From an optimization exercise on the open Yosys and OpenROAD flow, aimed at small area, a short achievable clock period and few clock cycles; shortcuts taken in it are not production practice. Where RTL was checked, it was by simulation tests only, not by an equivalence proof against the original.

==> run a: inputs <==
==> flow/design.v <==
package nqbs_pkg;
  localparam int DEF_MAX_QUEENS = 16;
  localparam int CFG_IDX_W  = 1;
  localparam int CFG_DATA_W = 32;
  localparam int BOARD_W    = 5;
  localparam int BUDGET_W   = 32;
  localparam logic [CFG_IDX_W-1:0] REG_BOARD_SIZE  = 1'd0;
  localparam logic [CFG_IDX_W-1:0] REG_STEP_BUDGET = 1'd1;
  localparam logic [BOARD_W-1:0]  BOARD_RST  = 5'd8;
  localparam logic [BUDGET_W-1:0] BUDGET_RST = 32'd1000000;
  localparam int IN_TDATA_W  = 8;
  localparam int OUT_TDATA_W = 16;
endpackage
import nqbs_pkg::*;
module n_queens_backtrack_search
#(
  parameter int MAX_QUEENS = DEF_MAX_QUEENS
) (
  input  logic                   clk,
  input  logic                   rst_n,
  input  logic                   cfg_valid,
  output logic                   cfg_ready,
  input  logic [CFG_IDX_W-1:0]   cfg_index,
  input  logic [CFG_DATA_W-1:0]  cfg_data,
  input  logic                   in_tvalid,
  output logic                   in_tready,
  input  logic [IN_TDATA_W-1:0]  in_tdata,    
  output logic                   out_tvalid,
  input  logic                   out_tready,
  output logic [OUT_TDATA_W-1:0] out_tdata,
  output logic                   out_tlast
);
  logic [4:0]  n_r;           
  localparam int BW = 18;
  logic [BW-1:0] budget_r;
  logic        idle_r, search_r, emit_r;
  logic [3:0]  col_r;         
  logic [4:0]  rs_r;          
  logic [3:0]  stk_r [16];    
  logic [3:0]  best_r [16];   
  logic [4:0]  depth_r;
  logic [15:0] cm_r;          
  logic [30:0] ld_r;          
  logic [30:0] rd_r;          
  logic        solved_r, ran_out_r;
  logic [3:0]  k_r;           
  assign cfg_ready  = 1'b1;
  assign in_tready  = idle_r;
  assign out_tvalid = emit_r;
  logic [BW-7:0] rem_hi_r;      
  logic [5:0]  rem_lo_r;
  logic        first_r;       
  logic        hi_nz;
  logic [BW-7:0] hi_dec;
  logic [7:0]  base, base_a, base_r, base_d, base_x, v_a, v_r, v_sel;
  logic [15:0] att_c, att_p, av_c, av_p;
  logic [15:0] oh_c, oh_p, oh_q, oh_q2;
  logic [15:0] pre_c, pre_p;
  logic [15:0] ge_rs, lt_n, gt_q;
  logic [3:0]  f_c, f_p;
  logic        any_c, any_p;
  logic        mv_adv, mv_repl, mv_dbl, mv_exh, ok, exact, last_col;
  logic        stop, stop_solved, stop_ranout;
  logic [3:0]  q_r, q2;
  assign hi_nz  = |rem_hi_r;
  assign hi_dec = rem_hi_r - 1'b1;
  always_comb begin
    for (int j = 0; j < 16; j++) begin
      ge_rs[j] = (5'(j) >= rs_r);
      lt_n[j]  = (5'(j) <  n_r);
      gt_q[j]  = (4'(j) >  q_r);
      oh_q[j]  = (4'(j) == q_r);
      oh_q2[j] = (4'(j) == q2);
      att_c[j] = cm_r[j] | ld_r[j]     | rd_r[j + 15];
      att_p[j] = cm_r[j] | ld_r[j + 1] | rd_r[j + 14];
    end
  end
  assign av_c  = ~att_c & ge_rs & lt_n;
  assign av_p  = ~att_p & gt_q & lt_n;
  assign any_c = |av_c;
  assign any_p = |av_p;
  always_comb begin
    pre_c[0] = 1'b0;
    pre_p[0] = 1'b0;
    for (int j = 1; j < 16; j++) begin
      pre_c[j] = pre_c[j-1] | av_c[j-1];
      pre_p[j] = pre_p[j-1] | av_p[j-1];
    end
  end
  assign oh_c = av_c & ~pre_c;
  assign oh_p = av_p & ~pre_p;
  always_comb begin
    f_c = '0;
    f_p = '0;
    for (int j = 0; j < 16; j++) begin
      if (oh_c[j]) f_c = f_c | 4'(j);
      if (oh_p[j]) f_p = f_p | 4'(j);
    end
  end
  assign q_r = stk_r[0];
  assign q2  = stk_r[1];
  assign base   = 8'(rem_lo_r) + 8'(rs_r) - 8'(first_r);
  assign base_a = base - 8'd1;                                    
  assign base_r = base - 8'(n_r) - 8'd1 + 8'(q_r);                
  assign base_d = base - 8'(n_r) - 8'(n_r) - 8'd1 + 8'(q_r);
  assign base_x = base - 8'(n_r) - 8'd1;
  assign v_a    = base_a - 8'(f_c);
  assign v_r    = base_r - 8'(f_p);
  assign mv_adv  = any_c;
  assign mv_repl = !any_c && (col_r != 4'd0) && any_p;
  assign mv_dbl  = !any_c && (col_r > 4'd1) && !any_p;
  assign mv_exh  = !any_c && ((col_r == 4'd0) || (col_r == 4'd1 && !any_p));
  always_comb begin
    if (mv_adv) v_sel = v_a;
    else if (mv_repl) v_sel = v_r;
    else if (col_r == 4'd0) v_sel = base_x;
    else v_sel = base_d;
  end
  logic [15:0] le_a, le_r, eq_a, eq_r;
  logic        ok_c, ok_p, borrow, ex_sel;
  always_comb begin
    for (int j = 0; j < 16; j++) begin
      le_a[j] = ($signed(base_a) >= $signed(8'(j)));
      le_r[j] = ($signed(base_r) >= $signed(8'(j)));
      eq_a[j] = (base_a == 8'(j));
      eq_r[j] = (base_r == 8'(j));
    end
  end
  assign ok_c = |(av_c & le_a);
  assign ok_p = |(av_p & le_r);
  always_comb begin
    if (mv_adv) begin
      borrow = ~ok_c;
      ex_sel = |(oh_c & eq_a);
    end else if (mv_repl) begin
      borrow = ~ok_p;
      ex_sel = |(oh_p & eq_r);
    end else if (col_r == 4'd0) begin
      borrow = base_x[7];
      ex_sel = (base_x == 8'd0);
    end else begin
      borrow = base_d[7];
      ex_sel = (base_d == 8'd0);
    end
  end
  assign ok       = hi_nz | ~borrow;
  assign exact    = !hi_nz && ex_sel;
  assign last_col = (5'(col_r) + 5'd1 == n_r);
  always_comb begin
    stop_solved = 1'b0; stop_ranout = 1'b0; stop = 1'b0;
    if (!ok) begin
      stop = 1'b1; stop_ranout = 1'b1;
    end else if (mv_adv && last_col) begin
      stop = 1'b1; stop_solved = 1'b1;
    end else if (mv_exh) begin
      stop = 1'b1;
    end else if (exact) begin
      stop = 1'b1; stop_ranout = 1'b1;
    end
  end
  logic [30:0] ld_dbl, rd_dbl;
  assign ld_dbl = ld_r & ~(31'(oh_q) << 1) & ~(31'(oh_q2) << 2);
  assign rd_dbl = rd_r & ~(31'(oh_q) << 14) & ~(31'(oh_q2) << 13);
  logic take;
  assign take = idle_r & in_tvalid & in_tdata[0];
  always_ff @(posedge clk) begin
    if (!rst_n) begin
      n_r      <= 5'(BOARD_RST);
      budget_r <= (BUDGET_RST >= 32'(2**BW - 1)) ? '1 : BW'(BUDGET_RST);
      idle_r   <= 1'b1;
      search_r <= 1'b0;
      emit_r   <= 1'b0;
    end else begin
      if (cfg_valid) begin
        if (cfg_index == REG_BOARD_SIZE) begin
          if (cfg_data[4:0] == 5'd0) n_r <= 5'd1;
          else if (cfg_data[4:0] > 5'd16) n_r <= 5'd16;
          else n_r <= cfg_data[4:0];
        end else begin
          budget_r <= (|cfg_data[31:BW]) ? '1 : cfg_data[BW-1:0];
        end
      end
      if (idle_r) begin
        if (take) begin
          idle_r <= 1'b0;
          if (budget_r == '0 || n_r == 5'd1) emit_r <= 1'b1;
          else search_r <= 1'b1;
        end
      end else if (search_r) begin
        if (stop) begin
          search_r <= 1'b0;
          emit_r   <= 1'b1;
        end
      end else if (emit_r) begin
        if (out_tready && (5'(k_r) + 5'd1 == n_r)) begin
          emit_r <= 1'b0;
          idle_r <= 1'b1;
        end
      end
    end
  end
  always_ff @(posedge clk) begin
    if (idle_r) begin
      rem_hi_r  <= budget_r[BW-1:6];
      rem_lo_r  <= budget_r[5:0];
      first_r   <= 1'b1;
      col_r     <= 4'd1;
      rs_r      <= 5'd0;
      stk_r[0]  <= 4'd0;
      best_r[0] <= 4'd0;
      depth_r   <= (budget_r == '0) ? 5'd0 : 5'd1;
      cm_r      <= 16'h0001;
      ld_r      <= 31'h0000_0002;
      rd_r      <= 31'h0000_4000;
      solved_r  <= (budget_r != '0) && (n_r == 5'd1);
      ran_out_r <= (budget_r == '0);
      k_r       <= 4'd0;
    end else if (search_r) begin
      first_r  <= 1'b0;
      rem_lo_r <= v_sel[5:0];
      if (borrow) rem_hi_r <= hi_dec;
      if (mv_adv) begin
        stk_r[0] <= f_c;
        for (int i = 1; i < 16; i++) stk_r[i] <= stk_r[i-1];
        rs_r  <= 5'd0;
        col_r <= col_r + 4'd1;
        cm_r  <= cm_r | oh_c;
        ld_r  <= {ld_r[29:0] | {14'd0, oh_c}, 1'b0};
        rd_r  <= {1'b0, rd_r[30:1] | {oh_c, 14'd0}};
        if (ok && 5'(col_r) == depth_r) begin
          depth_r <= depth_r + 5'd1;
          for (int i = 0; i < 16; i++) begin
            best_r[i] <= (i == 0) ? f_c : stk_r[(i + 15) % 16];
          end
        end
      end else if (mv_repl) begin
        stk_r[0] <= f_p;
        rs_r <= 5'd0;
        cm_r <= (cm_r & ~oh_q) | oh_p;
        ld_r <= (ld_r & ~{14'd0, oh_q, 1'b0}) | {14'd0, oh_p, 1'b0};
        rd_r <= (rd_r & ~{1'b0, oh_q, 14'd0}) | {1'b0, oh_p, 14'd0};
      end else if (mv_dbl) begin
        for (int i = 0; i < 14; i++) stk_r[i] <= stk_r[i+2];
        rs_r  <= 5'(q2) + 5'd1;
        col_r <= col_r - 4'd2;
        cm_r  <= cm_r & ~oh_q & ~oh_q2;
        ld_r  <= ld_dbl >> 2;
        rd_r  <= rd_dbl << 2;
      end
      if (stop) begin
        solved_r  <= stop_solved;
        ran_out_r <= stop_ranout;
      end
    end else if (emit_r) begin
      if (out_tready) k_r <= k_r + 4'd1;
    end
  end
  logic placed;
  assign placed    = (5'(k_r) < depth_r);
  assign out_tdata = {ran_out_r,
                      solved_r,
                      depth_r,
                      placed,
                      placed ? best_r[4'(depth_r) - 4'd1 - k_r] : 4'd0,
                      k_r};
  assign out_tlast = (5'(k_r) + 5'd1 == n_r);
endmodule
==> flow/run.sh <==
#!/bin/bash
# synth_recipe.tcl (not shown) runs the flow's synth.tcl, then flattens the netlist and writes it again
# the make line also repeats each setting of config.mk as NAME=value (left out here)
make -C /OpenROAD-flow-scripts/flow DESIGN_CONFIG=/design/flow/config.mk WORK_HOME=/design/flow/orfs CLKGATE_MAP_FILE= SYNTH_SCRIPT=/design/flow/synth_recipe.tcl finish
==> flow/config.mk <==
export PLATFORM = sky130hd
export DESIGN_NAME = n_queens_backtrack_search
export DESIGN_NICKNAME = n_queens_backtrack_search
export VERILOG_FILES = /design/flow/design.v
export SDC_FILE = /design/flow/constraint.sdc
export NUM_CORES = 4
export LEC_CHECK = 0
export ABC_CLOCK_PERIOD_IN_PS = 4000
export CAP_MARGIN = 20
export CORE_MARGIN = 2
export CORE_UTILIZATION = 40
export SETUP_SLACK_MARGIN = 5
export SLEW_MARGIN = 20
==> flow/constraint.sdc <==
create_clock -name core_clock -period 10.0 [get_ports {clk}]
set_input_delay 2.0000 -clock core_clock [delete_from_list [all_inputs] [get_ports {clk}]]
set_output_delay 2.0000 -clock core_clock [all_outputs]
set_load 0.01 [all_outputs]
==> run b (differences from run a) <==
==> flow/design.v, changed modules only <==
module n_queens_backtrack_search
#(
  parameter int MAX_QUEENS = DEF_MAX_QUEENS
) (
  input  logic                   clk,
  input  logic                   rst_n,
  input  logic                   cfg_valid,
  output logic                   cfg_ready,
  input  logic [CFG_IDX_W-1:0]   cfg_index,
  input  logic [CFG_DATA_W-1:0]  cfg_data,
  input  logic                   in_tvalid,
  output logic                   in_tready,
  input  logic [IN_TDATA_W-1:0]  in_tdata,    
  output logic                   out_tvalid,
  input  logic                   out_tready,
  output logic [OUT_TDATA_W-1:0] out_tdata,
  output logic                   out_tlast
);
  localparam int BW = 18;
  logic [4:0]    n_r;           
  logic [BW-1:0] budget_r;
  logic          idle_r, search_r, emit_r;
  logic [BW-7:0] hi_r;
  logic [7:0]    b_r;
  logic [3:0]    col_r;         
  logic [4:0]    rs_r;          
  logic [3:0]    stk_r [16];    
  logic [3:0]    best_r [16];   
  logic [4:0]    depth_r;
  logic [15:0]   cm_r;          
  logic [30:0]   ld_r;          
  logic [30:0]   rd_r;          
  logic          solved_r, ran_out_r;
  logic [3:0]    k_r;           
  assign cfg_ready  = 1'b1;
  assign in_tready  = idle_r;
  assign out_tvalid = emit_r;
  logic [3:0]  q, q2;
  logic [15:0] att_c, att_p, av_c, av_p;
  logic [15:0] oh_c, oh_p, oh_q, oh_q2;
  logic [15:0] pre_c, pre_p;
  logic [15:0] ge_rs, lt_n, gt_q, le_a, le_r;
  logic [3:0]  f_c, f_p;
  logic        any_c, any_p, ok_c, ok_p;
  logic        mv_adv, mv_repl, mv_dbl, mv_exh, borrow, ok, last_col, hi_nz;
  logic [7:0]  base_x, base_r, base_d, w_a, w_r, w_d, b_nx;
  logic [BW-7:0] hi_dec;
  assign q  = stk_r[0];
  assign q2 = stk_r[1];
  always_comb begin
    for (int j = 0; j < 16; j++) begin
      ge_rs[j] = (5'(j) >= rs_r);
      lt_n[j]  = (5'(j) <  n_r);
      gt_q[j]  = (4'(j) >  q);
      oh_q[j]  = (4'(j) == q);
      oh_q2[j] = (4'(j) == q2);
      att_c[j] = cm_r[j] | ld_r[j]     | rd_r[j + 15];
      att_p[j] = cm_r[j] | ld_r[j + 1] | rd_r[j + 14];
    end
  end
  assign av_c  = ~att_c & ge_rs & lt_n;
  assign av_p  = ~att_p & gt_q & lt_n;
  assign any_c = |av_c;
  assign any_p = |av_p;
  always_comb begin
    pre_c[0] = 1'b0;
    pre_p[0] = 1'b0;
    for (int j = 1; j < 16; j++) begin
      pre_c[j] = pre_c[j-1] | av_c[j-1];
      pre_p[j] = pre_p[j-1] | av_p[j-1];
    end
  end
  assign oh_c = av_c & ~pre_c;
  assign oh_p = av_p & ~pre_p;
  always_comb begin
    f_c = '0;
    f_p = '0;
    for (int j = 0; j < 16; j++) begin
      if (oh_c[j]) f_c = f_c | 4'(j);
      if (oh_p[j]) f_p = f_p | 4'(j);
    end
  end
  assign base_x = b_r - 8'(n_r);
  assign base_r = base_x + 8'(q);
  assign base_d = base_r - 8'(n_r);
  always_comb begin
    for (int j = 0; j < 16; j++) begin
      le_a[j] = !b_r[7]    && ((|b_r[6:4])    || (b_r[3:0]    >= 4'(j)));
      le_r[j] = !base_r[7] && ((|base_r[6:4]) || (base_r[3:0] >= 4'(j)));
    end
  end
  assign ok_c = |(av_c & le_a);
  assign ok_p = |(av_p & le_r);
  assign mv_adv  = any_c;
  assign mv_repl = !any_c && (col_r != 4'd0) && any_p;
  assign mv_dbl  = !any_c && (col_r > 4'd1) && !any_p;
  assign mv_exh  = !any_c && ((col_r == 4'd0) || (col_r == 4'd1 && !any_p));
  always_comb begin
    if (mv_adv) borrow = !ok_c;
    else if (mv_repl) borrow = !ok_p;
    else if (col_r == 4'd0) borrow = base_x[7];
    else borrow = base_d[7];
  end
  assign hi_nz    = |hi_r;
  assign hi_dec   = hi_r - 1'b1;
  assign ok       = hi_nz | !borrow;
  assign last_col = (5'(col_r) + 5'd1 == n_r);
  assign w_a = b_r + {4'hf, ~f_c};
  assign w_r = base_r + {4'hf, ~f_p};
  assign w_d = {2'b00, base_d[5:0]} + 8'(q2);
  always_comb begin
    if (mv_adv) b_nx = w_a;
    else if (mv_repl) b_nx = w_r;
    else b_nx = w_d;
    if (borrow && !mv_dbl) b_nx[7:6] = 2'b00;
  end
  logic [30:0] ld_dbl, rd_dbl;
  assign ld_dbl = ld_r & ~(31'(oh_q) << 1) & ~(31'(oh_q2) << 2);
  assign rd_dbl = rd_r & ~(31'(oh_q) << 14) & ~(31'(oh_q2) << 13);
  logic take, stop;
  assign take = idle_r & in_tvalid & in_tdata[0];
  assign stop = !ok || (mv_adv && last_col) || mv_exh;
  always_ff @(posedge clk) begin
    if (!rst_n) begin
      n_r      <= 5'(BOARD_RST);
      budget_r <= (BUDGET_RST >= 32'(2**BW - 1)) ? '1 : BW'(BUDGET_RST);
      idle_r   <= 1'b1;
      search_r <= 1'b0;
      emit_r   <= 1'b0;
    end else begin
      if (cfg_valid) begin
        if (cfg_index == REG_BOARD_SIZE) begin
          if (cfg_data[4:0] == 5'd0) n_r <= 5'd1;
          else if (cfg_data[4:0] > 5'd16) n_r <= 5'd16;
          else n_r <= cfg_data[4:0];
        end else begin
          budget_r <= (|cfg_data[31:BW]) ? '1 : cfg_data[BW-1:0];
        end
      end
      if (idle_r) begin
        if (take) begin
          idle_r <= 1'b0;
          if (budget_r == '0 || n_r == 5'd1) emit_r <= 1'b1;
          else search_r <= 1'b1;
        end
      end else if (search_r) begin
        if (stop) begin
          search_r <= 1'b0;
          emit_r   <= 1'b1;
        end
      end else if (emit_r) begin
        if (out_tready && (5'(k_r) + 5'd1 == n_r)) begin
          emit_r <= 1'b0;
          idle_r <= 1'b1;
        end
      end
    end
  end
  always_ff @(posedge clk) begin
    if (idle_r) begin
      hi_r      <= budget_r[BW-1:6];
      b_r       <= {2'b00, budget_r[5:0]} - 8'd2;
      col_r     <= 4'd1;
      rs_r      <= 5'd0;
      stk_r[0]  <= 4'd0;
      best_r[0] <= 4'd0;
      depth_r   <= (budget_r == '0) ? 5'd0 : 5'd1;
      cm_r      <= 16'h0001;
      ld_r      <= 31'h0000_0002;
      rd_r      <= 31'h0000_4000;
      solved_r  <= (budget_r != '0) && (n_r == 5'd1);
      ran_out_r <= (budget_r == '0);
      k_r       <= 4'd0;
    end else if (search_r) begin
      b_r <= b_nx;
      if (borrow) hi_r <= hi_dec;
      if (mv_adv) begin
        stk_r[0] <= f_c;
        for (int i = 1; i < 16; i++) stk_r[i] <= stk_r[i-1];
        rs_r  <= 5'd0;
        col_r <= col_r + 4'd1;
        cm_r  <= cm_r | oh_c;
        ld_r  <= {ld_r[29:0] | {14'd0, oh_c}, 1'b0};
        rd_r  <= {1'b0, rd_r[30:1] | {oh_c, 14'd0}};
        if ((hi_nz || ok_c) && 5'(col_r) == depth_r) begin
          depth_r <= depth_r + 5'd1;
          best_r[0] <= f_c;
          for (int i = 1; i < 16; i++) best_r[i] <= stk_r[i-1];
        end
      end else if (mv_repl) begin
        stk_r[0] <= f_p;
        rs_r <= 5'd0;
        cm_r <= (cm_r & ~oh_q) | oh_p;
        ld_r <= (ld_r & ~{14'd0, oh_q, 1'b0}) | {14'd0, oh_p, 1'b0};
        rd_r <= (rd_r & ~{1'b0, oh_q, 14'd0}) | {1'b0, oh_p, 14'd0};
      end else if (mv_dbl) begin
        for (int i = 0; i < 14; i++) stk_r[i] <= stk_r[i+2];
        rs_r  <= 5'(q2) + 5'd1;
        col_r <= col_r - 4'd2;
        cm_r  <= cm_r & ~oh_q & ~oh_q2;
        ld_r  <= ld_dbl >> 2;
        rd_r  <= rd_dbl << 2;
      end
      if (stop) begin
        solved_r  <= ok && mv_adv && last_col;
        ran_out_r <= !ok;
      end
    end else if (emit_r) begin
      if (out_tready) k_r <= k_r + 4'd1;
    end
  end
  logic placed;
  assign placed    = (5'(k_r) < depth_r);
  assign out_tdata = {ran_out_r,
                      solved_r,
                      depth_r,
                      placed,
                      placed ? best_r[4'(depth_r) - 4'd1 - k_r] : 4'd0,
                      k_r};
  assign out_tlast = (5'(k_r) + 5'd1 == n_r);
endmodule
==> run c (differences from run a) <==
==> flow/design.v, changed modules only <==
module n_queens_backtrack_search
#(
  parameter int MAX_QUEENS = DEF_MAX_QUEENS
) (
  input  logic                   clk,
  input  logic                   rst_n,
  input  logic                   cfg_valid,
  output logic                   cfg_ready,
  input  logic [CFG_IDX_W-1:0]   cfg_index,
  input  logic [CFG_DATA_W-1:0]  cfg_data,
  input  logic                   in_tvalid,
  output logic                   in_tready,
  input  logic [IN_TDATA_W-1:0]  in_tdata,    
  output logic                   out_tvalid,
  input  logic                   out_tready,
  output logic [OUT_TDATA_W-1:0] out_tdata,
  output logic                   out_tlast
);
  logic [4:0]  n_r;           
  logic [31:0] budget_r;
  logic        idle_r, search_r, emit_r;
  logic [3:0]  col_r;         
  logic [4:0]  rs_r;          
  logic [3:0]  stk_r [16];    
  logic [3:0]  best_r [16];   
  logic [4:0]  depth_r;
  logic [15:0] cm_r;          
  logic [30:0] ld_r;          
  logic [30:0] rd_r;          
  logic        solved_r, ran_out_r;
  logic [3:0]  k_r;           
  assign cfg_ready  = 1'b1;
  assign in_tready  = idle_r;
  assign out_tvalid = emit_r;
  logic [25:0] rem_hi_r;      
  logic [5:0]  rem_lo_r;
  logic        first_r;       
  logic        hi_nz;
  logic [25:0] hi_dec;
  logic [7:0]  base, base_a, base_r, base_d, base_x, v_a, v_r, v_sel;
  logic [15:0] att_c, att_p, av_c, av_p;
  logic [15:0] oh_c, oh_p, oh_q, oh_q2;
  logic [15:0] pre_c, pre_p;
  logic [15:0] ge_rs, lt_n, gt_q;
  logic [3:0]  f_c, f_p;
  logic        any_c, any_p;
  logic        mv_adv, mv_repl, mv_dbl, mv_exh, ok, exact, last_col;
  logic        stop, stop_solved, stop_ranout;
  logic [3:0]  q_r, q2;
  assign hi_nz  = |rem_hi_r;
  assign hi_dec = rem_hi_r - 26'd1;
  always_comb begin
    for (int j = 0; j < 16; j++) begin
      ge_rs[j] = (5'(j) >= rs_r);
      lt_n[j]  = (5'(j) <  n_r);
      gt_q[j]  = (4'(j) >  q_r);
      oh_q[j]  = (4'(j) == q_r);
      oh_q2[j] = (4'(j) == q2);
      att_c[j] = cm_r[j] | ld_r[j]     | rd_r[j + 15];
      att_p[j] = cm_r[j] | ld_r[j + 1] | rd_r[j + 14];
    end
  end
  assign av_c  = ~att_c & ge_rs & lt_n;
  assign av_p  = ~att_p & gt_q & lt_n;
  assign any_c = |av_c;
  assign any_p = |av_p;
  always_comb begin
    pre_c[0] = 1'b0;
    pre_p[0] = 1'b0;
    for (int j = 1; j < 16; j++) begin
      pre_c[j] = pre_c[j-1] | av_c[j-1];
      pre_p[j] = pre_p[j-1] | av_p[j-1];
    end
  end
  assign oh_c = av_c & ~pre_c;
  assign oh_p = av_p & ~pre_p;
  always_comb begin
    f_c = '0;
    f_p = '0;
    for (int j = 0; j < 16; j++) begin
      if (oh_c[j]) f_c = f_c | 4'(j);
      if (oh_p[j]) f_p = f_p | 4'(j);
    end
  end
  assign q_r = stk_r[0];
  assign q2  = stk_r[1];
  assign base   = 8'(rem_lo_r) + 8'(rs_r) - 8'(first_r);
  assign base_a = base - 8'd1;                                    
  assign base_r = base - 8'(n_r) - 8'd1 + 8'(q_r);                
  assign base_d = base - 8'(n_r) - 8'(n_r) - 8'd1 + 8'(q_r);
  assign base_x = base - 8'(n_r) - 8'd1;
  assign v_a    = base_a - 8'(f_c);
  assign v_r    = base_r - 8'(f_p);
  assign mv_adv  = any_c;
  assign mv_repl = !any_c && (col_r != 4'd0) && any_p;
  assign mv_dbl  = !any_c && (col_r > 4'd1) && !any_p;
  assign mv_exh  = !any_c && ((col_r == 4'd0) || (col_r == 4'd1 && !any_p));
  always_comb begin
    if (mv_adv) v_sel = v_a;
    else if (mv_repl) v_sel = v_r;
    else if (col_r == 4'd0) v_sel = base_x;
    else v_sel = base_d;
  end
  assign ok       = hi_nz | ~v_sel[7];
  assign exact    = !hi_nz && (v_sel == 8'd0);
  assign last_col = (5'(col_r) + 5'd1 == n_r);
  always_comb begin
    stop_solved = 1'b0; stop_ranout = 1'b0; stop = 1'b0;
    if (!ok) begin
      stop = 1'b1; stop_ranout = 1'b1;
    end else if (mv_adv && last_col) begin
      stop = 1'b1; stop_solved = 1'b1;
    end else if (mv_exh) begin
      stop = 1'b1;
    end else if (exact) begin
      stop = 1'b1; stop_ranout = 1'b1;
    end
  end
  logic [30:0] ld_dbl, rd_dbl;
  assign ld_dbl = ld_r & ~(31'(oh_q) << 1) & ~(31'(oh_q2) << 2);
  assign rd_dbl = rd_r & ~(31'(oh_q) << 14) & ~(31'(oh_q2) << 13);
  logic take;
  assign take = idle_r & in_tvalid & in_tdata[0];
  always_ff @(posedge clk) begin
    if (!rst_n) begin
      n_r      <= 5'(BOARD_RST);
      budget_r <= BUDGET_RST;
      idle_r   <= 1'b1;
      search_r <= 1'b0;
      emit_r   <= 1'b0;
    end else begin
      if (cfg_valid) begin
        if (cfg_index == REG_BOARD_SIZE) begin
          if (cfg_data[4:0] == 5'd0) n_r <= 5'd1;
          else if (cfg_data[4:0] > 5'd16) n_r <= 5'd16;
          else n_r <= cfg_data[4:0];
        end else begin
          budget_r <= cfg_data;
        end
      end
      if (idle_r) begin
        if (take) begin
          idle_r <= 1'b0;
          if (budget_r == 32'd0 || n_r == 5'd1) emit_r <= 1'b1;
          else search_r <= 1'b1;
        end
      end else if (search_r) begin
        if (stop) begin
          search_r <= 1'b0;
          emit_r   <= 1'b1;
        end
      end else if (emit_r) begin
        if (out_tready && (5'(k_r) + 5'd1 == n_r)) begin
          emit_r <= 1'b0;
          idle_r <= 1'b1;
        end
      end
    end
  end
  always_ff @(posedge clk) begin
    if (idle_r) begin
      rem_hi_r  <= budget_r[31:6];
      rem_lo_r  <= budget_r[5:0];
      first_r   <= 1'b1;
      col_r     <= 4'd1;
      rs_r      <= 5'd0;
      stk_r[0]  <= 4'd0;
      best_r[0] <= 4'd0;
      depth_r   <= (budget_r == 32'd0) ? 5'd0 : 5'd1;
      cm_r      <= 16'h0001;
      ld_r      <= 31'h0000_0002;
      rd_r      <= 31'h0000_4000;
      solved_r  <= (budget_r != 32'd0) && (n_r == 5'd1);
      ran_out_r <= (budget_r == 32'd0);
      k_r       <= 4'd0;
    end else if (search_r) begin
      first_r  <= 1'b0;
      rem_lo_r <= v_sel[5:0];
      if (v_sel[7]) rem_hi_r <= hi_dec;
      if (mv_adv) begin
        stk_r[0] <= f_c;
        for (int i = 1; i < 16; i++) stk_r[i] <= stk_r[i-1];
        rs_r  <= 5'd0;
        col_r <= col_r + 4'd1;
        cm_r  <= cm_r | oh_c;
        ld_r  <= {ld_r[29:0] | {14'd0, oh_c}, 1'b0};
        rd_r  <= {1'b0, rd_r[30:1] | {oh_c, 14'd0}};
        if (ok && 5'(col_r) == depth_r) begin
          depth_r <= depth_r + 5'd1;
          for (int i = 0; i < 16; i++) begin
            best_r[i] <= (i == 0) ? f_c : stk_r[(i + 15) % 16];
          end
        end
      end else if (mv_repl) begin
        stk_r[0] <= f_p;
        rs_r <= 5'd0;
        cm_r <= (cm_r & ~oh_q) | oh_p;
        ld_r <= (ld_r & ~{14'd0, oh_q, 1'b0}) | {14'd0, oh_p, 1'b0};
        rd_r <= (rd_r & ~{1'b0, oh_q, 14'd0}) | {1'b0, oh_p, 14'd0};
      end else if (mv_dbl) begin
        for (int i = 0; i < 14; i++) stk_r[i] <= stk_r[i+2];
        rs_r  <= 5'(q2) + 5'd1;
        col_r <= col_r - 4'd2;
        cm_r  <= cm_r & ~oh_q & ~oh_q2;
        ld_r  <= ld_dbl >> 2;
        rd_r  <= rd_dbl << 2;
      end
      if (stop) begin
        solved_r  <= stop_solved;
        ran_out_r <= stop_ranout;
      end
    end else if (emit_r) begin
      if (out_tready) k_r <= k_r + 4'd1;
    end
  end
  logic placed;
  assign placed    = (5'(k_r) < depth_r);
  assign out_tdata = {ran_out_r,
                      solved_r,
                      depth_r,
                      placed,
                      placed ? best_r[4'(depth_r) - 4'd1 - k_r] : 4'd0,
                      k_r};
  assign out_tlast = (5'(k_r) + 5'd1 == n_r);
endmodule
==> summary of the runs <==
Run c finished clean. Run a completed without violations. Run b produced a clean layout. Count of clock-buffer cells in the layout: run b < run c < run a. Of run c and run b, run b has the higher fmax (gap 7.4%, measured against run b). Between run c and run b, the lower core utilization is in run b (gap 3.5 points). The highest area after synthesis belongs to run a, the lowest to run b. Sequential share of layout area: run b is higher than run a (4.6 points).
Testbench counts of run b, summed over its fixed seeds: cycles 220,514.
For run a and run c, only the layout was checked, not whether the RTL still works.

[what the ideal ports hide]
The results above use ideal ports. As a check the final layouts listed here were re-extracted and re-timed, cells and wires unchanged. Step 1: set_driving_cell puts a clkbuf_16 on clk and a buf_2 on each other input, an assumption about the parent block. Step 2 moves the port delays by t, midway between the first and last clock arrival at a register: inputs arrive t later, outputs are due t later. That takes back most of the time a late clock gives input paths. Slacks: ideal ports / drivers / drivers and shift; pairs: ideal ports / drivers.
| run | shift t [ns] | slack for setup (ns) | worst data-port slew with drivers (ns) |
|---|---|---|---|
| run a | 0.648 | 3.867 / 3.867 / 3.867 | 0.05 |
| run b | 0.625 | 4.889 / 4.836 / 5.001 | 0.07 |
| run c | 0.601 | 4.481 / 4.481 / 4.481 | 0.05 |
After both steps setup and hold are still met in every run listed.
